This is an optimization exercise on Yosys and OpenROAD, whose aim is small area and a short achievable clock period, not a production implementation. In this exercise RTL edits were held to simulation tests only and were not proved equivalent to the original. Power figures rest on the tool's default switching activity, not on a simulated workload.

==> flow/design.v <==
package stream_bridge_pkg;
  localparam int APB_ADDR_W = 8;
  localparam int APB_DATA_W = 32;
  localparam int WIDE_W   = 32;
  localparam int NARROW_W = 8;
  localparam int OPEN_DELAY = 3;
  localparam int OPEN_RD32_BIT = 0;
  localparam int OPEN_RD8_BIT  = 1;
  localparam int OPEN_WR32_BIT = 2;
  localparam int OPEN_WR8_BIT  = 3;
  typedef enum logic [APB_ADDR_W-1:0] {
    REG_OPEN_CTRL = 8'h00,  
    REG_STATUS    = 8'h04,  
    REG_RD32      = 8'h08,  
    REG_RD8       = 8'h0C,
    REG_WR32      = 8'h10,  
    REG_WR8       = 8'h14
  } reg_addr_e;
endpackage
`timescale 1ns/1ps
module stream_fifo #(
  parameter int WIDTH = 32,
  parameter int DEPTH = 16,
  parameter int PTR_W = 4
) (
  input  logic             ap_clk,
  input  logic             wr_en,
  input  logic [PTR_W-1:0] wr_ptr,
  input  logic [WIDTH-1:0] wr_data,
  input  logic [DEPTH-1:0] rd_sel,
  output logic [WIDTH-1:0] rd_data
);
  logic [WIDTH-1:0] mem [DEPTH];
  always_ff @(posedge ap_clk)
  begin
    for (int i = 0; i < DEPTH; i++)
      if (wr_en && wr_ptr == PTR_W'(i))
        mem[i] <= wr_data;
  end
  always_comb
  begin
    rd_data = '0;
    for (int i = 0; i < DEPTH; i++)
      rd_data = rd_data | (mem[i] & {WIDTH{rd_sel[i]}});
  end
endmodule
`timescale 1ns/1ps
import stream_bridge_pkg::*;
module to_host_channel
#(
  parameter int WIDTH = 32,
  parameter int DEPTH = 16
) (
  input  logic             ap_clk,
  input  logic             rst_n,
  input  logic             open_ctrl,
  input  logic             open_nx,     
  input  logic [WIDTH-1:0] in_data,
  input  logic             in_valid,
  output logic             in_ready,
  input  logic             pop,         
  output logic [WIDTH-1:0] pf_data,     
  output logic             pf_ne,       
  output logic             open
);
  logic [3:0]            wr_ptr;
  logic [15:0]           rd_sel;        
  logic [4:0]            count, count_nx;
  logic                  ready_q, ne_q, full_q, one_q, last_q;
  logic                  do_push, do_pop;
  logic                  ne_nx, full_nx;
  logic [WIDTH-1:0]      rd_data;
  logic [OPEN_DELAY-1:0] open_pipe;
  assign in_ready = ready_q;
  assign do_push  = in_valid && ready_q;
  assign do_pop   = pop && ne_q;
  stream_fifo #(.WIDTH(WIDTH), .DEPTH(16), .PTR_W(4)) u_mem (
    .ap_clk, .wr_en(!full_q), .wr_ptr, .wr_data(in_data), .rd_sel, .rd_data
  );
  assign ne_nx   = open_ctrl && (do_push || (ne_q && !(one_q && do_pop)));
  assign full_nx = open_ctrl && ((full_q && !do_pop) || (last_q && do_push && !do_pop));
  always_ff @(posedge ap_clk)
  begin
    if (!rst_n || !open_ctrl)
    begin
      wr_ptr <= '0;
      rd_sel <= 16'd1;
    end
    else
    begin
      if (do_push) wr_ptr <= wr_ptr + 1'b1;
      if (do_pop)  rd_sel <= {rd_sel[14:0], rd_sel[15]};
    end
  end
  always_ff @(posedge ap_clk)
  begin
    if (!rst_n)
    begin
      ne_q    <= 1'b0;
      full_q  <= 1'b0;
      ready_q <= 1'b0;
    end
    else
    begin
      ne_q    <= ne_nx;
      full_q  <= full_nx;
      ready_q <= open_nx && !full_nx;
    end
  end
  always_comb
  begin
    count_nx = count;
    if (!open_ctrl)
      count_nx = '0;
    else if (do_push && !do_pop)
      count_nx = count + 1'b1;
    else if (!do_push && do_pop)
      count_nx = count - 1'b1;
  end
  always_ff @(posedge ap_clk)
  begin
    if (!rst_n)
    begin
      count  <= '0;
      one_q  <= 1'b0;
      last_q <= 1'b0;
    end
    else
    begin
      count  <= count_nx;
      one_q  <= (count_nx == 5'd1);
      last_q <= (count_nx == 5'd15);
    end
  end
  assign pf_ne   = open_ctrl && (ne_q || in_valid);
  assign pf_data = !open_ctrl ? '0 : ne_q ? rd_data : (in_valid ? in_data : '0);
  always_ff @(posedge ap_clk)
  begin
    if (!rst_n)
      open_pipe <= '0;
    else
      open_pipe <= {open_pipe[OPEN_DELAY-2:0], open_ctrl};
  end
  assign open = open_pipe[OPEN_DELAY-1];
endmodule
`timescale 1ns/1ps
import stream_bridge_pkg::*;
module from_host_channel
#(
  parameter int WIDTH = 32,
  parameter int DEPTH = 16
) (
  input  logic             ap_clk,
  input  logic             rst_n,
  input  logic             open_ctrl,
  input  logic             push,        
  input  logic [WIDTH-1:0] push_data,
  output logic             pf_full,     
  output logic [WIDTH-1:0] out_data,
  output logic             out_valid,
  input  logic             out_ready,
  output logic             open
);
  logic [3:0]            wr_ptr;
  logic [14:0]           rd_sel;        
  logic [4:0]            count, count_nx;
  logic                  valid_q, full_q, one_q, last_q;
  logic                  do_push, do_pop, ring_push, ring_pop, head_in, head_pop, head_hold;
  logic                  valid_nx, full_nx;
  logic [WIDTH-1:0]      head, ring_data;
  logic [OPEN_DELAY-1:0] open_pipe;
  function automatic logic [3:0] ring_next(input logic [3:0] p);
    ring_next = (p == 4'd14) ? 4'd0 : p + 1'b1;
  endfunction
  assign out_valid = valid_q;
  assign out_data  = head;
  assign pf_full   = !open_ctrl || (full_q && !out_ready);
  assign do_push   = push && open_ctrl && !full_q;
  assign do_pop    = valid_q && out_ready;
  assign ring_pop  = do_pop && valid_q && !one_q;
  assign ring_push = do_push && valid_q && !(one_q && do_pop);
  assign head_in   = !valid_q || (one_q && do_pop);
  stream_fifo #(.WIDTH(WIDTH), .DEPTH(15), .PTR_W(4)) u_mem (
    .ap_clk, .wr_en(!full_q), .wr_ptr, .wr_data(push_data), .rd_sel, .rd_data(ring_data)
  );
  assign valid_nx = open_ctrl && (do_push || (valid_q && !(one_q && do_pop)));
  assign full_nx  = open_ctrl && ((full_q && !do_pop) || (last_q && do_push && !do_pop));
  always_ff @(posedge ap_clk)
  begin
    if (!rst_n || !open_ctrl)
    begin
      wr_ptr <= '0;
      rd_sel <= 15'd1;
    end
    else
    begin
      if (ring_push) wr_ptr <= ring_next(wr_ptr);
      if (ring_pop)  rd_sel <= {rd_sel[13:0], rd_sel[14]};
    end
  end
  always_ff @(posedge ap_clk)
  begin
    if (!rst_n)
    begin
      valid_q <= 1'b0;
      full_q  <= 1'b0;
    end
    else
    begin
      valid_q <= valid_nx;
      full_q  <= full_nx;
    end
  end
  always_comb
  begin
    count_nx = count;
    if (!open_ctrl)
      count_nx = '0;
    else if (do_push && !do_pop)
      count_nx = count + 1'b1;
    else if (!do_push && do_pop)
      count_nx = count - 1'b1;
  end
  always_ff @(posedge ap_clk)
  begin
    if (!rst_n)
    begin
      count  <= '0;
      one_q  <= 1'b0;
      last_q <= 1'b0;
    end
    else
    begin
      count  <= count_nx;
      one_q  <= (count_nx == 5'd1);
      last_q <= (count_nx == 5'd15);
    end
  end
  assign head_pop  = !head_in && do_pop;
  assign head_hold = !head_in && !do_pop;
  always_ff @(posedge ap_clk)
    head <= ({WIDTH{head_in}} & push_data) | ({WIDTH{head_pop}} & ring_data)
          | ({WIDTH{head_hold}} & head);
  always_ff @(posedge ap_clk)
  begin
    if (!rst_n)
      open_pipe <= '0;
    else
      open_pipe <= {open_pipe[OPEN_DELAY-2:0], open_ctrl};
  end
  assign open = open_pipe[OPEN_DELAY-1];
endmodule
`timescale 1ns/1ps
import stream_bridge_pkg::*;
module apb_host_regs
(
  input  logic                  ap_clk,
  input  logic                  rst_n,
  input  logic                  psel,
  input  logic                  penable,
  input  logic                  pwrite,
  input  logic [stream_bridge_pkg::APB_ADDR_W-1:0] paddr,
  input  logic [stream_bridge_pkg::APB_DATA_W-1:0] pwdata,
  output logic [stream_bridge_pkg::APB_DATA_W-1:0] prdata,
  output logic                  pready,
  output logic                  pslverr,
  output logic [3:0]            open_ctrl,
  output logic [3:0]            open_nx,
  input  logic [stream_bridge_pkg::WIDE_W-1:0]     rd32_pf_data,
  input  logic [stream_bridge_pkg::NARROW_W-1:0]   rd8_pf_data,
  input  logic                  rd32_pf_ne,
  input  logic                  rd8_pf_ne,
  output logic                  rd32_pop,
  output logic                  rd8_pop,
  input  logic                  wr32_pf_full,
  input  logic                  wr8_pf_full,
  output logic                  wr32_push,
  output logic                  wr8_push
);
  logic                  apb_access;
  logic                  sel_ctrl, sel_status, sel_rd32, sel_rd8, sel_wr32, sel_wr8;
  logic [7:0]            status_nx;
  logic [APB_DATA_W-1:0] prdata_nx;
  logic                  pslverr_nx;
  assign apb_access = psel && penable;
  assign pready     = 1'b1;           
  assign sel_ctrl   = (paddr == REG_OPEN_CTRL);
  assign sel_status = (paddr == REG_STATUS);
  assign sel_rd32   = (paddr == REG_RD32);
  assign sel_rd8    = (paddr == REG_RD8);
  assign sel_wr32   = (paddr == REG_WR32);
  assign sel_wr8    = (paddr == REG_WR8);
  logic q_ctrl_wr, q_rd32, q_rd8, q_wr32, q_wr8;
  always_ff @(posedge ap_clk)
  begin
    q_ctrl_wr <= pwrite && sel_ctrl;
    q_rd32    <= !pwrite && sel_rd32;
    q_rd8     <= !pwrite && sel_rd8;
    q_wr32    <= pwrite && sel_wr32;
    q_wr8     <= pwrite && sel_wr8;
  end
  assign rd32_pop  = apb_access && q_rd32;
  assign rd8_pop   = apb_access && q_rd8;
  assign wr32_push = apb_access && q_wr32;
  assign wr8_push  = apb_access && q_wr8;
  assign open_nx = !rst_n ? 4'b0 : (apb_access && q_ctrl_wr) ? pwdata[3:0] : open_ctrl;
  always_ff @(posedge ap_clk)
    open_ctrl <= open_nx;
  assign status_nx = {wr8_pf_full, wr32_pf_full, rd8_pf_ne, rd32_pf_ne, open_ctrl};
  always_comb
  begin
    prdata_nx = '0;
    if (sel_ctrl)   prdata_nx = APB_DATA_W'(open_ctrl);
    if (sel_status) prdata_nx = APB_DATA_W'(status_nx);
    if (sel_rd32)   prdata_nx = APB_DATA_W'(rd32_pf_data);
    if (sel_rd8)    prdata_nx = APB_DATA_W'(rd8_pf_data);
  end
  always_comb
  begin
    case (paddr)
      REG_OPEN_CTRL: pslverr_nx = 1'b0;
      REG_STATUS:    pslverr_nx = pwrite;
      REG_RD32:      pslverr_nx = !pwrite && !rd32_pf_ne;
      REG_RD8:       pslverr_nx = !pwrite && !rd8_pf_ne;
      REG_WR32:      pslverr_nx = pwrite && wr32_pf_full;
      REG_WR8:       pslverr_nx = pwrite && wr8_pf_full;
      default:       pslverr_nx = 1'b1;
    endcase
  end
  always_ff @(posedge ap_clk)
  begin
    prdata  <= prdata_nx;
    pslverr <= pslverr_nx;
  end
endmodule
`timescale 1ns/1ps
import stream_bridge_pkg::*;
module stream_bridge_top
#(
  parameter int DEPTH = 16
) (
  input  logic                  ap_clk,
  input  logic                  rst_n,
  input  logic                  psel,
  input  logic                  penable,
  input  logic                  pwrite,
  input  logic [stream_bridge_pkg::APB_ADDR_W-1:0] paddr,
  input  logic [stream_bridge_pkg::APB_DATA_W-1:0] pwdata,
  output logic [stream_bridge_pkg::APB_DATA_W-1:0] prdata,
  output logic                  pready,
  output logic                  pslverr,
  input  logic [stream_bridge_pkg::WIDE_W-1:0]     read_32_data,
  input  logic                  read_32_valid,
  output logic                  read_32_ready,
  input  logic [stream_bridge_pkg::NARROW_W-1:0]   read_8_data,
  input  logic                  read_8_valid,
  output logic                  read_8_ready,
  output logic [stream_bridge_pkg::WIDE_W-1:0]     write_32_data,
  output logic                  write_32_valid,
  input  logic                  write_32_ready,
  output logic [stream_bridge_pkg::NARROW_W-1:0]   write_8_data,
  output logic                  write_8_valid,
  input  logic                  write_8_ready,
  output logic                  to_host_read_32_open,
  output logic                  to_host_read_8_open,
  output logic                  from_host_write_32_open,
  output logic                  from_host_write_8_open
);
  logic [3:0]          open_ctrl, open_nx;
  logic [WIDE_W-1:0]   rd32_pf_data;
  logic [NARROW_W-1:0] rd8_pf_data;
  logic                rd32_pf_ne, rd8_pf_ne;
  logic                rd32_pop, rd8_pop;
  logic                wr32_pf_full, wr8_pf_full;
  logic                wr32_push, wr8_push;
  apb_host_regs u_regs (
    .ap_clk, .rst_n, .psel, .penable, .pwrite, .paddr, .pwdata, .prdata, .pready, .pslverr,
    .open_ctrl, .open_nx, .rd32_pf_data, .rd8_pf_data, .rd32_pf_ne, .rd8_pf_ne,
    .rd32_pop, .rd8_pop, .wr32_pf_full, .wr8_pf_full, .wr32_push, .wr8_push
  );
  to_host_channel #(.WIDTH(WIDE_W), .DEPTH(DEPTH)) u_read_32 (
    .ap_clk, .rst_n,
    .open_ctrl (open_ctrl[OPEN_RD32_BIT]),
    .open_nx   (open_nx[OPEN_RD32_BIT]),
    .in_data   (read_32_data),
    .in_valid  (read_32_valid),
    .in_ready  (read_32_ready),
    .pop       (rd32_pop),
    .pf_data   (rd32_pf_data),
    .pf_ne     (rd32_pf_ne),
    .open      (to_host_read_32_open)
  );
  to_host_channel #(.WIDTH(NARROW_W), .DEPTH(DEPTH)) u_read_8 (
    .ap_clk, .rst_n,
    .open_ctrl (open_ctrl[OPEN_RD8_BIT]),
    .open_nx   (open_nx[OPEN_RD8_BIT]),
    .in_data   (read_8_data),
    .in_valid  (read_8_valid),
    .in_ready  (read_8_ready),
    .pop       (rd8_pop),
    .pf_data   (rd8_pf_data),
    .pf_ne     (rd8_pf_ne),
    .open      (to_host_read_8_open)
  );
  from_host_channel #(.WIDTH(WIDE_W), .DEPTH(DEPTH)) u_write_32 (
    .ap_clk, .rst_n,
    .open_ctrl (open_ctrl[OPEN_WR32_BIT]),
    .push      (wr32_push),
    .push_data (pwdata[WIDE_W-1:0]),
    .pf_full   (wr32_pf_full),
    .out_data  (write_32_data),
    .out_valid (write_32_valid),
    .out_ready (write_32_ready),
    .open      (from_host_write_32_open)
  );
  from_host_channel #(.WIDTH(NARROW_W), .DEPTH(DEPTH)) u_write_8 (
    .ap_clk, .rst_n,
    .open_ctrl (open_ctrl[OPEN_WR8_BIT]),
    .push      (wr8_push),
    .push_data (pwdata[NARROW_W-1:0]),
    .pf_full   (wr8_pf_full),
    .out_data  (write_8_data),
    .out_valid (write_8_valid),
    .out_ready (write_8_ready),
    .open      (from_host_write_8_open)
  );
endmodule
==> flow/flow/run.sh <==
#!/bin/bash
# The standard layout (standard.sh) with two changes:
# - port buffers inserted before global placement are plain buffers (buf_2)
#   instead of ORFS's default pick, a delay cell that timing repair can only
#   swap for other delay cells;
# - clock tree sink clusters of up to 24 flip-flops.
export BUFFER_PORTS_ARGS="-buffer_cell sky130_fd_sc_hd__buf_2"
export CTS_ARGS="-sink_clustering_enable -repair_clock_nets -root_buf sky130_fd_sc_hd__clkbuf_16 -buf_list sky130_fd_sc_hd__clkbuf_16 -sink_clustering_buffer sky130_fd_sc_hd__clkbuf_16 -sink_clustering_size 24 -sink_clustering_max_diameter 80"
bash standard.sh > standard.log 2>&1
==> flow/standard.sh <==
#!/bin/bash
# synth_recipe.tcl (not shown) runs the flow's synth.tcl, then flattens the netlist and writes it again
# the make line also repeats each setting of config.mk as NAME=value (left out here)
make -C /OpenROAD-flow-scripts/flow DESIGN_CONFIG=/design/flow/config.mk WORK_HOME=/design/flow/orfs CLKGATE_MAP_FILE= SYNTH_SCRIPT=/design/flow/synth_recipe.tcl "${@:-finish}"
==> flow/config.mk <==
export PLATFORM = sky130hd
export DESIGN_NAME = stream_bridge_top
export DESIGN_NICKNAME = stream_bridge_top
export VERILOG_FILES = /design/flow/design.v
export SDC_FILE = /design/flow/constraint.sdc
export NUM_CORES = 4
export LEC_CHECK = 0
export CAP_MARGIN = 20
export CORE_MARGIN = 2
export CORE_UTILIZATION = 80
export SETUP_SLACK_MARGIN = 2.2
export SLEW_MARGIN = 50
==> flow/constraint.sdc <==
create_clock -name core_clock -period 4.0 [get_ports {ap_clk}]
set_input_delay 0.8000 -clock core_clock [delete_from_list [all_inputs] [get_ports {ap_clk}]]
set_output_delay 0.8000 -clock core_clock [all_outputs]
set_load 0.01 [all_outputs]
==> impl_metrics.sql, run 1 <==
INSERT INTO impl_metrics (metric_group, metric, value, unit) VALUES
('outcome', 'status', 'failed layout checks', ''),
('outcome', 'layout.failed_checks', 'capacitance limit, slew limit', ''),
('placement', 'finalWeightedCongestion', '0.8841', ''),
('drt', 'first_iter_violations', '10050', ''),
('setup_path', 'worst-endpoint-required', '4.59', 'ns'),
('timing', 'rsz0062_at_grt', 'true', ''),
('logic_synthesis', 'synthesis.area_per_instance', '16.48', 'um2'),
('logic_synthesis', 'synth_ff_type', 'edfxtp_1', ''),
('floorplan', 'floorplan_core_area', '0.06551', 'mm2'),
('drt', 'vias', '38390', ''),
('global_routing', 'grt_first_pass_wirelength', '227.7', 'mm'),
('global_routing', 'antenna_found_initial', '24', ''),
('timing', 'timing.max_slew.rel_slack', '-0.4808', ''),
('timing', 'finalCriticalPeriod', '3.336', 'ns'),
('floorplan', 'die_y', '260.5', 'um'),
('floorplan', 'initial_utilization', '0.8037', ''),
('drt', 'dr.pass1.iters', '14', ''),
('drt', 'post-route-drc-count', '0', ''),
('logic_synthesis', 'ys.warnings.count', '13', ''),
('timing', 'finalCritPeriodShare', '0.8341', ''),
('final_layout', 'layout-drive-gt1-share', '0.2254', ''),
('global_routing', 'first_global_vias', '34600', ''),
('setup_path', 'cp_data_arrival_time', '3.92', 'ns'),
('pwr', 'ir_drop', '0.4640', 'mV'),
('logic_synthesis', 'ys_async_sr_fraction', '0', ''),
('floorplan', 'num_ports', '171', ''),
('cts', 'clk-insertion-delay-late', '0.69', 'ns'),
('cts', 'htree_num_levels', '3', ''),
('timing', 'setup_viol', '0', ''),
('timing', 'hold_violations', '0', ''),
('setup_path', 'timing.critical_path.from_type', 'flop', ''),
('cts', 'clkTransAtPathRegs', '0.11', 'ns'),
('drt', 'postRouteAntennaNets', '0', ''),
('logic_synthesis', 'synth.ff_latch_count', '1450', ''),
('setup_path', 'setup.worst_path.end_class', 'flop', ''),
('logic_synthesis', 'post_synth_instance_area', '0.05265', 'mm2'),
('timing', 'tightestPinTransition', '2.221', 'ns'),
('timing', 'clock.fmax', '0.2997', 'GHz'),
('setup_path', 'timing_worst_setup_path_type', 'flop to flop', ''),
('placement', 'dp.final_hpwl', '79.34', 'mm'),
('floorplan', 'placementRows', '94', ''),
('logic_synthesis', 'synth.lib_cells_used.distinct', '71', ''),
('timing', 'skew', '0.03578', 'ns'),
('global_routing', 'grt_max_degree', '55', ''),
('placement', 'placement.io_buffers', '169', ''),
('timing', 'slew_violations', '2', ''),
('floorplan', 'die-area', '0.06788', 'mm2'),
('setup_path', 'critical_path.max_fanout', '6', ''),
('setup_path', 'worst-r2r-cell-count', '6', ''),
('logic_synthesis', 'synth-edff-count', '1240', ''),
('pwr', 'power-per-cell-area', '419.6', 'mW/mm2'),
('global_routing', 'grt_util_all_layers', '0.4720', ''),
('logic_synthesis', 'syn-num-nets', '3300', ''),
('min_path', 'worstHoldPathType', 'input port to flop', ''),
('drt', 'vias_per_cell', '8.749', ''),
('final_layout', 'total_of_fill_cells_in_the_finished_design', '1861', ''),
('final_layout', 'mostFrequentLayoutCell', 'edfxtp_1', ''),
('cts', 'clock_tree.buffer_depth', '3', ''),
('logic_synthesis', 'synth_seq_area_share', '0.7871', ''),
('drt', 'drt-wirelength-per-cell', '42.76', 'um'),
('timing', 'final_layout_setup_total_negative_slack', '0', 'ns'),
('cts', 'cts_buffers', '70', ''),
('final_layout', 'most-common-layout-cells', '1240 x edfxtp_1, 238 x a22oi_1, 195 x nand2_1', ''),
('final_layout', 'synthToLayoutAreaGrowth', '14.29', '%'),
('cts', 'ctsRootBufferMaster', 'clkbuf_16', ''),
('floorplan', 'floorplan_die_width', '260.5', 'um'),
('cts', 'clock_sink_count', '1450', ''),
('global_routing', 'grt_remaining_overflow', '0', ''),
('job', 'drv.max_cap_violation_count', '1', ''),
('logic_synthesis', 'netlist_instances', '3195', ''),
('min_path', 'hold-path-cell-count', '2', ''),
('final_layout', 'final_nets', '3550', ''),
('drt', 'postRouteWirelength', '187.7', 'mm'),
('cts', 'cts_tree', 'built', ''),
('pwr', 'p_total', '25.25', 'mW'),
('pwr', 'leakagePower', '19.07', 'nW');
metal layers:
metal	global-route usage	part of all wire	up-vias	wire length, um
met1	0.5843	0.27	17570	50630
met3	0.1271	0.18	1783	34260
met4	0.3081	0.11	24	20710
li1	-	-	13510	-
met5	0.006410	0.0012	-	223
met2	0.7456	0.44	5503	81830
Yosys cell counts, drive strengths merged, types with 59 or more instances:
cell type,n,share of area
dfxtp,210,0.080
a222oi,72,0.014
nand4,59,0.0072
buf,63,0.0059
clkbuf,166,0.012
a22o,129,0.021
edfxtp,1240,0.71
nand2,204,0.015
a221oi,130,0.022
a22oi,238,0.034
a21oi,105,0.010
nor2,97,0.0071
power by group:
group,total [mW],internal (mW),switching (mW)
Sequential,16.4,16.4,0.0530
Clock,8.29,3.37,4.92
Combinational,0.514,0.160,0.353
Total,25.3,19.9,5.33
final timing paths:
path                                                        start                                to  slack [ns]
worst max-delay path            u_write_32.rd_sel[8]$_SDFFE_PP0P_       u_write_32.head[21]$_DFF_P_        0.66
worst min-delay path                                     paddr[2]             u_regs.q_wr32$_DFF_P_        0.39
worst max register to register  u_write_32.rd_sel[8]$_SDFFE_PP0P_       u_write_32.head[21]$_DFF_P_        0.66
worst min register to register   u_read_8.open_pipe[0]$_SDFF_PN0_  u_read_8.open_pipe[1]$_SDFF_PN0_        0.45
metrics by stage:
| step | cell area [um2] | instances | hold WS (ns) | utilization | setup slack [ns] |
|---|---|---|---|---|---|
| 3_3_place_gp | 54710 | 4084 | 0.4186 | 0.8352 | 1.312 |
| 6_report | 60170 | 4388 | 0.3926 | 0.9185 | 0.6637 |
| 3_5_place_dp | 55070 | 4099 | 0.4237 | 0.8407 | 1.280 |
| 5_1_grt | 60130 | 4370 | 0.3839 | 0.9179 | 0.9170 |
| 2_1_floorplan | 53100 | 3195 | 0.4119 | - | 1.831 |
| 4_1_cts | 58720 | 4300 | 0.3833 | 0.8963 | 2.034 |
sequential cells by signal, indices dropped and copies added, names as in the netlist, 15 cells and up:
name,cells
u_read_32.rd_sel,16
u_read_32.u_mem.mem,512
u_read_8.rd_sel,16
u_read_8.u_mem.mem,128
u_regs.prdata,32
u_write_32.head,32
u_write_32.rd_sel,15
u_write_32.u_mem.mem,480
u_write_8.rd_sel,15
u_write_8.u_mem.mem,120
final cells by class:
cell class,count,area [um2],share of cell area
Clock buffer,73,1827,0.03036
Antenna cell,23,57.56,0.0009565
Timing Repair Buffer,405,3831,0.06367
Multi-Input combinational cell,1495,11300,0.1878
Inverter,23,95.09,0.001580
Clock inverter,55,232.7,0.003868
Sequential cell,1450,41750,0.6938
Tap cell,864,1081,0.01797
worst max-delay path, stage by stage (launching register included):
cell and delay, ns:
dfxtp_4 0.38, buf_12 0.14, buf_6 0.14, a222oi_1 1.76, and3_1 0.41, a31oi_1 0.12, a221o_1 0.29
repair_timing:
item / 4_1_cts / 5_1_grt
hold endpoints to repair: 0 / 0
cloned: 2 / 5
buffers inserted: 71 / 59
pin swaps: 26 / 48
resized for setup: 278 / 165
hold buffers: 0 / 0
endpoints found under the setup margin: 1075 / 609
kinds of logic (layout without fill, tap and decap cells):
kind of cell	Yosys count	count (layout)	share of synthesized area
buf+inv	252	556	0.01939
mux	19	19	0.003731
fa+ha+maj	16	16	0.003802
other cells	1	24	0.00007123
compound gates	838	838	0.1253
simple gates	604	606	0.05782
xor+xnor	15	15	0.002757
flops	1450	1450	0.7871
==> run 2, diff against run 1 <==
--- a/flow/config.mk
+++ b/flow/config.mk
@@ -7,6 +7,6 @@
 export LEC_CHECK = 0
 export CAP_MARGIN = 20
 export CORE_MARGIN = 2
-export CORE_UTILIZATION = 80
+export CORE_UTILIZATION = 76
 export SETUP_SLACK_MARGIN = 2.2
 export SLEW_MARGIN = 50
==> impl_metrics.sql, run 2 <==
INSERT INTO impl_metrics (metric_group, metric, value, unit) VALUES
('outcome', 'status', 'timing/DRC/antenna clean', ''),
('global_routing', 'met3_track_utilization_from_global_routing', '0.07622', ''),
('setup_path', 'worst_case_register_to_register_setup_slack', '2.20', 'ns'),
('final_layout', 'mostFrequentLayoutCell', 'edfxtp_1', ''),
('min_path', 'worstHoldPathType', 'input port to flop', ''),
('min_path', 'worstHoldStart', 'pwrite', ''),
('cts', 'ctsRootBufferMaster', 'clkbuf_16', ''),
('job', 'drv.max_cap_violation_count', '0', ''),
('setup_path', 'regToRegStartpoint', 'u_write_32.full_q$_SDFF_PN0_', ''),
('drt', 'first_iter_violations', '5358', ''),
('placement', 'placement.io_buffers', '169', ''),
('setup_path', 'critical_path.n_buffers_inverters', '1', ''),
('global_routing', 'gr-usage-met2', '0.6393', ''),
('logic_synthesis', 'post_synth_most_frequent_cells', '1240 x edfxtp_1, 238 x a22oi_1, 210 x dfxtp_1, 203 x nand2_1, 166 x clkbuf_1', ''),
('setup_path', 'critPathTopFamily', 'flip-flops', ''),
('timing', 'timing.max_slew.rel_slack', '0.5472', ''),
('timing', 'slew_violations', '0', ''),
('timing', 'finalHoldWorstSlack', '0.4178', 'ns'),
('logic_synthesis', 'synth-edff-count', '1240', ''),
('cts', 'clock_tree.buffer_depth', '3', ''),
('logic_synthesis', 'netlist_instances', '3195', ''),
('setup_path', 'cp_data_arrival_time', '1.16', 'ns'),
('timing', 'clock.fmax', '0.5100', 'GHz'),
('drt', 'postRouteWirelength', '141.0', 'mm'),
('final_layout', 'layout-drive-gt1-share', '0.2065', ''),
('cts', 'cts_tree', 'built', ''),
('global_routing', 'grt_max_degree', '55', ''),
('final_layout', 'reg.largest.list', 'u_read_32.u_mem.mem: 512 flops, u_write_32.u_mem.mem: 480 flops, u_read_8.u_mem.mem: 128 flops', ''),
('global_routing', 'grt_remaining_overflow', '0', ''),
('drt', 'post-route-drc-count', '0', ''),
('logic_synthesis', 'top_count_cell_post_synth', 'edfxtp_1', ''),
('logic_synthesis', 'area_leader_netlist', 'edfxtp_1', ''),
('floorplan', 'die-area', '0.07140', 'mm2'),
('setup_path', 'crit_path_largest_cell_delay', '0.40', 'ns'),
('logic_synthesis', 'synth_seq_area_share', '0.7871', ''),
('floorplan', 'num_ports', '171', ''),
('setup_path', 'rr_endpoint', 'u_write_32.u_mem.mem[9][21]$_DFFE_PP_', ''),
('floorplan', 'placementRows', '96', ''),
('pwr', 'power-per-cell-area', '416.6', 'mW/mm2'),
('final_layout', 'stdcell_count', '4400', ''),
('placement', 'placed_cells', '4160', ''),
('setup_path', 'timing.critical_path.from_type', 'flop', ''),
('timing', 'rsz0062_at_grt', 'true', ''),
('cts', 'htree_num_levels', '3', ''),
('timing', 'hold_violations', '0', ''),
('global_routing', 'grt_use_met1', '0.5167', ''),
('timing', 'skew', '0.02918', 'ns'),
('setup_path', 'timing_worst_setup_path_type', 'flop to output port', ''),
('final_layout', 'register_ranked_first_by_flip_flop_count', 'u_read_32.u_mem.mem', ''),
('floorplan', 'initial_utilization', '0.7676', ''),
('setup_path', 'setup.worst_path.end_class', 'output port', ''),
('logic_synthesis', 'ys.warnings.count', '13', ''),
('drt', 'drt-wirelength-per-cell', '32.05', 'um'),
('setup_path', 'worst-endpoint-required', '3.20', 'ns'),
('logic_synthesis', 'synth_top_area_share', '0.7073', ''),
('global_routing', 'gr-max-usage-layer', 'met2', ''),
('floorplan', 'die_y', '267.2', 'um'),
('floorplan', 'floorplan_die_width', '267.2', 'um'),
('logic_synthesis', 'synthesis.area_per_instance', '16.48', 'um2'),
('global_routing', 'grt_util_all_layers', '0.3910', ''),
('timing', 'tightestPinTransition', '0.6785', 'ns'),
('setup_path', 'timing.critical_path.cells', 'buf_6', ''),
('placement', 'dp.final_hpwl', '75.68', 'mm'),
('logic_synthesis', 'ys_async_sr_fraction', '0', ''),
('drt', 'vias_per_cell', '7.539', ''),
('final_layout', 'most-common-layout-cells', '1240 x edfxtp_1, 238 x a22oi_1, 196 x nand2_1', ''),
('global_routing', 'first_global_vias', '32240', ''),
('final_layout', 'post-route-cell-area', '0.05930', 'mm2'),
('placement', 'finalWeightedCongestion', '0.8659', ''),
('pwr', 'leakagePower', '18.70', 'nW'),
('cts', 'cts_buffers', '70', ''),
('placement', 'dpl-instance-area', '0.05503', 'mm2'),
('final_layout', 'largest_register_ff_count', '512', ''),
('cts', 'clock_sink_count', '1450', ''),
('global_routing', 'antenna_found_initial', '11', ''),
('final_layout', 'final_nets', '3514', ''),
('pwr', 'ir_drop', '0.5091', 'mV'),
('logic_synthesis', 'yosys-top-cells-area', 'edfxtp_1 71%, dfxtp_1 8.0%, a22oi_1 3.4%', ''),
('timing', 'final_layout_setup_total_negative_slack', '0', 'ns'),
('drt', 'postRouteAntennaNets', '0', ''),
('floorplan', 'floorplan_core_area', '0.06859', 'mm2'),
('drt', 'dr.pass1.iters', '6', ''),
('global_routing', 'grt_first_pass_wirelength', '201.8', 'mm'),
('cts', 'clk-insertion-delay-late', '0.66', 'ns'),
('timing', 'setup_viol', '0', ''),
('min_path', 'hold-path-cell-count', '2', ''),
('pwr', 'p_total', '24.70', 'mW'),
('drt', 'vias', '33170', ''),
('timing', 'finalCritPeriodShare', '0.4902', ''),
('cts', 'clkTransAtPathRegs', '0.10', 'ns'),
('logic_synthesis', 'post_synth_instance_area', '0.05265', 'mm2'),
('min_path', 'min_delay_worst_endpoint', 'u_regs.q_rd32$_DFF_P_', ''),
('logic_synthesis', 'synth.lib_cells_used.distinct', '71', ''),
('logic_synthesis', 'synth.ff_latch_count', '1450', ''),
('timing', 'finalCriticalPeriod', '1.961', 'ns'),
('logic_synthesis', 'syn-num-nets', '3300', ''),
('final_layout', 'synthToLayoutAreaGrowth', '12.64', '%'),
('setup_path', 'slowest_stage', 'dfxtp_4', ''),
('setup_path', 'critical_path.max_fanout', '1', ''),
('setup_path', 'worst-r2r-cell-count', '4', ''),
('logic_synthesis', 'synth_ff_type', 'edfxtp_1', '');
-- run 2: cell counts after synthesis --
No cell type changed its count.
-- run 2: cell families (layout without fill, tap and decap cells) --
kind of cell / after synthesis / in the layout / share of synthesized area
compound gates: 838 / 838 / 0.1253
simple gates: 604 / 606 / 0.05782
xor+xnor: 15 / 15 / 0.002757
buf+inv: 252 / 517 / 0.01939
flops: 1450 / 1450 / 0.7871
fa+ha+maj: 16 / 16 / 0.003802
mux: 19 / 19 / 0.003731
other cells: 1 / 8 / 0.00007123
-- run 2: worst max path at each step --
| stage | endpoint | cells after the start | start |
|---|---|---|---|
| 5_1_grt | prdata[17] | 1 | u_regs.prdata[17]$_SDFF_PP0_ |
| 2_1_floorplan | u_write_32.u_mem.mem[0][0]$_DFFE_PP_ | 3 | u_write_32.full_q$_SDFF_PN0_ |
| 3_3_place_gp | u_read_8.last_q$_SDFF_PN0_ | 6 | psel |
| 4_1_cts | write_32_data[29] | 1 | u_write_32.head[29]$_DFF_P_ |
| 3_5_place_dp | u_read_32.one_q$_SDFF_PN0_ | 7 | read_32_valid |
| 6_report | prdata[17] | 1 | u_regs.prdata[17]$_SDFF_PP0_ |
-- run 2: cell type report --
type / count / area, um2
flip-flops and latches: 1450 / 41720
clock buffers: 73 / 1827
inverters: 23 / 95.09
fillers: 2926 / 9284
repair buffers: 369 / 3264
clock inverters: 52 / 236.5
well taps: 931 / 1165
diodes: 7 / 17.52
multi-input cells: 1495 / 10980
-- run 2: where the power goes --
group	internal, mW	switching (mW)	leakage (nW)
clock network	3.36	4.46	1.17
logic	0.159	0.293	4.49
registers	16.4	0.0371	13.0
-- run 2: repair_timing --
| item | in CTS | in global routing |
|---|---|---|
| hold buffers | 0 | 0 |
| endpoints found under the hold margin | 0 | 0 |
| gates resized for setup | 256 | 106 |
| gates cloned | 2 | 1 |
| pin swaps | 21 | 19 |
| buffers inserted | 65 | 40 |
| endpoints found under the setup margin | 1140 | 644 |
-- run 2: per-stage QoR --
stage / util / setup slack [ns]
floorplan: - / 1.831
global placement: 0.7995 / 1.253
detailed placement: 0.8024 / 1.327
CTS: 0.8537 / 2.032
global route: 0.8645 / 2.003
finish: 0.8646 / 2.039
-- run 2: routing by layer --
metal,up-vias,share of wire
li1,13420,-
met3,529,0.13
met4,10,0.050
met2,2884,0.49
met1,16330,0.33
met5,-,0.00047
==> run 3, diff against run 2 <==
==> flow/flow/run.sh (replaced) <==
#!/bin/bash
# The standard layout (standard.sh) with two changes:
# - port buffers inserted before global placement are plain buffers (buf_2)
#   instead of ORFS's default pick, a delay cell that timing repair can only
#   swap for other delay cells;
# - clock tree sink clusters of up to 32 flip-flops.
export BUFFER_PORTS_ARGS="-buffer_cell sky130_fd_sc_hd__buf_2"
export CTS_ARGS="-sink_clustering_enable -repair_clock_nets -root_buf sky130_fd_sc_hd__clkbuf_16 -buf_list sky130_fd_sc_hd__clkbuf_16 -sink_clustering_buffer sky130_fd_sc_hd__clkbuf_16 -sink_clustering_size 32 -sink_clustering_max_diameter 100"
bash standard.sh > standard.log 2>&1
--- a/flow/config.mk
+++ b/flow/config.mk
@@ -7,6 +7,6 @@
 export LEC_CHECK = 0
 export CAP_MARGIN = 20
 export CORE_MARGIN = 2
-export CORE_UTILIZATION = 76
+export CORE_UTILIZATION = 72
 export SETUP_SLACK_MARGIN = 2.2
-export SLEW_MARGIN = 50
+export SLEW_MARGIN = 20
==> impl_metrics.sql, run 3 <==
INSERT INTO impl_metrics (metric_group, metric, value, unit) VALUES
('logic_synthesis', 'main_combinational_cell_family_by_area_after_synthesis', 'compound AO/OA/AOI/OAI gates', ''),
('cts', 'clock_sink_count', '1450', ''),
('pwr', 'ir_drop', '0.4009', 'mV'),
('setup_path', 'rr_endpoint', 'u_write_8.u_mem.mem[10][7]$_DFFE_PP_', ''),
('timing', 'finalCritPeriodShare', '0.4943', ''),
('drt', 'first_iter_violations', '5295', ''),
('global_routing', 'grt_util_all_layers', '0.3708', ''),
('pwr', 'netSwitchingFraction', '0.1926', ''),
('cts', 'clk-insertion-delay-late', '0.67', 'ns'),
('cts', 'htree_num_levels', '2', ''),
('logic_synthesis', 'yosys-mux-area-fraction', '0.003731', ''),
('global_routing', 'first_global_vias', '31120', ''),
('final_layout', 'mostFrequentLayoutCell', 'edfxtp_1', ''),
('floorplan', 'die-area', '0.07530', 'mm2'),
('timing', 'setup_viol', '0', ''),
('timing', 'rsz0062_at_grt', 'true', ''),
('timing', 'hold_violations', '0', ''),
('setup_path', 'worst_case_register_to_register_setup_slack', '2.04', 'ns'),
('global_routing', 'grt_first_pass_wirelength', '201.5', 'mm'),
('timing', 'final_layout_setup_total_negative_slack', '0', 'ns'),
('floorplan', 'floorplan_core_area', '0.07271', 'mm2'),
('final_layout', 'total_of_fill_cells_in_the_finished_design', '3648', ''),
('setup_path', 'cp-startpoint', 'u_write_32.head[1]$_DFF_P_', ''),
('setup_path', 'worst-r2r-cell-count', '3', ''),
('logic_synthesis', 'synth.ff_latch_count', '1450', ''),
('global_routing', 'antenna_found_initial', '9', ''),
('timing', 'timing.max_slew.rel_slack', '0.3677', ''),
('setup_path', 'crit_path_largest_cell_delay', '0.39', 'ns'),
('placement', 'dp.final_hpwl', '74.31', 'mm'),
('timing', 'skew', '0.02619', 'ns'),
('drt', 'postRouteWirelength', '141.0', 'mm'),
('drt', 'dr.pass1.iters', '8', ''),
('logic_synthesis', 'post_synth_most_frequent_cells', '1240 x edfxtp_1, 238 x a22oi_1, 210 x dfxtp_1, 203 x nand2_1, 166 x clkbuf_1', ''),
('timing', 'tightestPinTransition', '0.9465', 'ns'),
('pwr', 'clock_power_share', '0.283', ''),
('placement', 'dp_worst_setup_slack', '1.155', 'ns'),
('logic_synthesis', 'synth_compound_gate_area_share', '0.1253', ''),
('pwr', 'share_seq_of_total_power', '0.698', ''),
('job', 'drv.max_cap_violation_count', '0', ''),
('cts', 'clkTransAtPathRegs', '0.12', 'ns'),
('drt', 'postRouteAntennaNets', '0', ''),
('setup_path', 'critical_path.n_buffers_inverters', '1', ''),
('final_layout', 'most-common-layout-cells', '1240 x edfxtp_1, 238 x a22oi_1, 194 x nand2_1', ''),
('setup_path', 'critPathTopFamily', 'flip-flops', ''),
('pwr', 'leakagePower', '18.47', 'nW'),
('final_layout', 'post-route-cell-area', '0.05899', 'mm2'),
('setup_path', 'timing.critical_path.cells', 'buf_6', ''),
('setup_path', 'timing.critical_path.from_type', 'flop', ''),
('pwr', 'intPower', '19.00', 'mW'),
('setup_path', 'regToRegStartpoint', 'u_write_8.wr_ptr[1]$_SDFFE_PP0P_', ''),
('logic_synthesis', 'ys_async_sr_fraction', '0', ''),
('logic_synthesis', 'synthAdderAreaFrac', '0.003802', ''),
('cts', 'ctsRootBufferMaster', 'clkbuf_16', ''),
('cts', 'cts_tree', 'built', ''),
('final_layout', 'final_nets', '3503', ''),
('timing', 'slew_violations', '0', ''),
('drt', 'post-route-drc-count', '0', ''),
('drt', 'vias', '32490', ''),
('final_layout', 'largest_register_ff_count', '512', ''),
('pwr', 'switchingPower', '4.532', 'mW'),
('cts', 'cts_buffers', '51', ''),
('setup_path', 'critical_path.max_fanout', '2', ''),
('setup_path', 'slowest_stage', 'dfxtp_4', ''),
('logic_synthesis', 'synthesis.area_per_instance', '16.48', 'um2'),
('min_path', 'worstHoldPathType', 'input port to flop', ''),
('global_routing', 'grt_max_degree', '55', ''),
('final_layout', 'register_ranked_first_by_flip_flop_count', 'u_read_32.u_mem.mem', ''),
('pwr', 'power-per-cell-area', '399.0', 'mW/mm2'),
('drt', 'vias_per_cell', '7.378', ''),
('floorplan', 'num_ports', '171', ''),
('floorplan', 'placementRows', '99', ''),
('logic_synthesis', 'yosys-top-cells-area', 'edfxtp_1 71%, dfxtp_1 8.0%, a22oi_1 3.4%', ''),
('cts', 'clock_tree.buffer_depth', '3', ''),
('final_layout', 'synthToLayoutAreaGrowth', '12.05', '%'),
('logic_synthesis', 'synth.lib_cells_used.distinct', '71', ''),
('logic_synthesis', 'netlist_instances', '3195', ''),
('logic_synthesis', 'area_leader_netlist', 'edfxtp_1', ''),
('setup_path', 'timing_worst_setup_path_type', 'flop to output port', ''),
('setup_path', 'endpoint', 'write_32_data[1]', ''),
('logic_synthesis', 'ys.warnings.count', '13', ''),
('logic_synthesis', 'synth_xor_xnor_area_share', '0.002757', ''),
('logic_synthesis', 'synth_seq_area_share', '0.7871', ''),
('timing', 'clock.fmax', '0.5057', 'GHz'),
('outcome', 'status', 'timing/DRC/antenna clean', ''),
('cts', 'post_cts_hold_buffer_count', '0', ''),
('floorplan', 'initial_utilization', '0.7241', ''),
('setup_path', 'cp_num_cells', '1', ''),
('final_layout', 'reg.largest.list', 'u_read_32.u_mem.mem: 512 flops, u_write_32.u_mem.mem: 480 flops, u_read_8.u_mem.mem: 128 flops', ''),
('logic_synthesis', 'top_count_cell_post_synth', 'edfxtp_1', ''),
('final_layout', 'layout-drive-gt1-share', '0.2074', ''),
('setup_path', 'setup.worst_path.end_class', 'output port', ''),
('drt', 'drt-wirelength-per-cell', '32.02', 'um'),
('timing', 'finalCriticalPeriod', '1.977', 'ns'),
('logic_synthesis', 'post_synth_instance_area', '0.05265', 'mm2'),
('floorplan', 'die_y', '274.4', 'um'),
('setup_path', 'cp_data_arrival_time', '1.18', 'ns'),
('pwr', 'pwr-share-comb', '0.019', ''),
('logic_synthesis', 'synth_top_area_share', '0.7073', ''),
('logic_synthesis', 'synth-edff-count', '1240', ''),
('logic_synthesis', 'synth_ff_type', 'edfxtp_1', ''),
('timing', 'fin_ws', '2.023', 'ns'),
('logic_synthesis', 'synth_simple_gate_area_share', '0.05782', ''),
('placement', 'dpl-instance-area', '0.05486', 'mm2'),
('floorplan', 'floorplan_die_width', '274.4', 'um'),
('setup_path', 'worst-endpoint-required', '3.20', 'ns'),
('placement', 'placement.io_buffers', '169', ''),
('global_routing', 'grt_remaining_overflow', '0', ''),
('logic_synthesis', 'syn-num-nets', '3300', ''),
('placement', 'finalWeightedCongestion', '0.8836', '');
run 3: cell counts after synthesis:
Identical to the previous run, type by type.
run 3: through the flow:
stage            util  cells  hold WS, ns  power [mW]
2_1_floorplan       -   3195       0.4119       16.91
3_3_place_gp   0.7545   4181       0.4172       17.16
3_5_place_dp   0.7545   4181       0.4194       17.19
4_1_cts        0.7982   4346       0.3498       23.54
5_1_grt        0.8112   4400       0.3636       24.08
6_report       0.8113   4403       0.3752       23.54
run 3: cells by family after synthesis:
kind of cell | Yosys count
fa+ha+maj | 16
other cells | 1
simple gates | 604
mux | 19
compound gates | 838
xor+xnor | 15
flops | 1450
buf+inv | 252
run 3: worst min-delay path by stage:
stage | start | to | slack [ns] | cells after the start
5_1_grt | pwrite | u_regs.q_rd32$_DFF_P_ | 0.36 | 2
2_1_floorplan | u_read_32.open_pipe[0]$_SDFF_PN0_ | u_read_32.open_pipe[1]$_SDFF_PN0_ | 0.41 | 1
6_report | pwrite | u_regs.q_rd32$_DFF_P_ | 0.38 | 2
4_1_cts | paddr[2] | u_regs.q_wr32$_DFF_P_ | 0.35 | 2
3_5_place_dp | u_write_8.open_pipe[1]$_SDFF_PN0_ | u_write_8.open_pipe[2]$_SDFF_PN0_ | 0.42 | 1
3_3_place_gp | u_read_32.open_pipe[0]$_SDFF_PN0_ | u_read_32.open_pipe[1]$_SDFF_PN0_ | 0.42 | 1
run 3: metal layers:
layer | GRT usage | up-vias | share of wire
met5 | 0 | - | 0.00043
met4 | 0.1414 | 10 | 0.039
met3 | 0.05780 | 393 | 0.12
met2 | 0.6100 | 2509 | 0.49
met1 | 0.5099 | 16210 | 0.35
li1 | - | 13370 | -
run 3: cell type report:
type / count / area [um2] / share of cell area
Clock inverter: 40 / 176.4 / 0.002991
Tap cell: 959 / 1200 / 0.02034
Clock buffer: 53 / 1326 / 0.02248
Inverter: 23 / 93.84 / 0.001591
Timing Repair Buffer: 374 / 3344 / 0.05670
Multi-Input combinational cell: 1498 / 11110 / 0.1884
Sequential cell: 1450 / 41720 / 0.7073
Antenna cell: 6 / 15.01 / 0.0002545
run 3: power groups by stage:
stage	combinational [mW]	sequential [mW]	clock, mW
floorplan	0.109	16.8	0
global placement	0.374	16.8	0
detailed placement	0.395	16.8	0
CTS	0.431	16.4	6.67
global route	0.484	16.4	7.16
finish	0.447	16.4	6.66
run 3: repair_timing:
| item | 4_1_cts | 5_1_grt |
|---|---|---|
| cloned | 7 | 0 |
| pin swaps | 22 | 29 |
| endpoints found under the setup margin | 1373 | 595 |
| buffers inserted | 65 | 51 |
| gates resized for setup | 290 | 148 |

-- static timing again, ports no longer ideal --
The results above use ideal ports. As a check the final layouts listed here were re-extracted and re-timed, cells and wires unchanged.
Step 1: set_driving_cell puts a clkbuf_16 on ap_clk and a buf_2 on each other input, an assumption about the parent block.
Step 2 moves the port delays by t, midway between the first and last clock arrival at a register: inputs arrive t later, outputs are due t later. That takes back most of the time a late clock gives input paths.
a / b / c = ideal ports / drivers / drivers and shift; a / b = the first two.
run | shift t [ns] | slack for setup (ns) | hold slack, ns | clock arrival spread, ns | worst slew at a driven data input, ns
run 1 | 0.737 | 0.664 / 0.664 / 0.664 | 0.393 / 0.351 / 0.445 | 0.052 / 0.052 | 0.22
run 2 | 0.712 | 2.039 / 1.969 / 1.552 | 0.418 / 0.368 / 0.442 | 0.033 / 0.033 | 0.15
run 3 | 0.726 | 2.023 / 1.950 / 1.458 | 0.375 / 0.336 / 0.458 | 0.032 / 0.033 | 0.12
The setup slack of run 3, which loses most, moves by -0.073 ns with the drivers and by -0.565 ns with both steps.
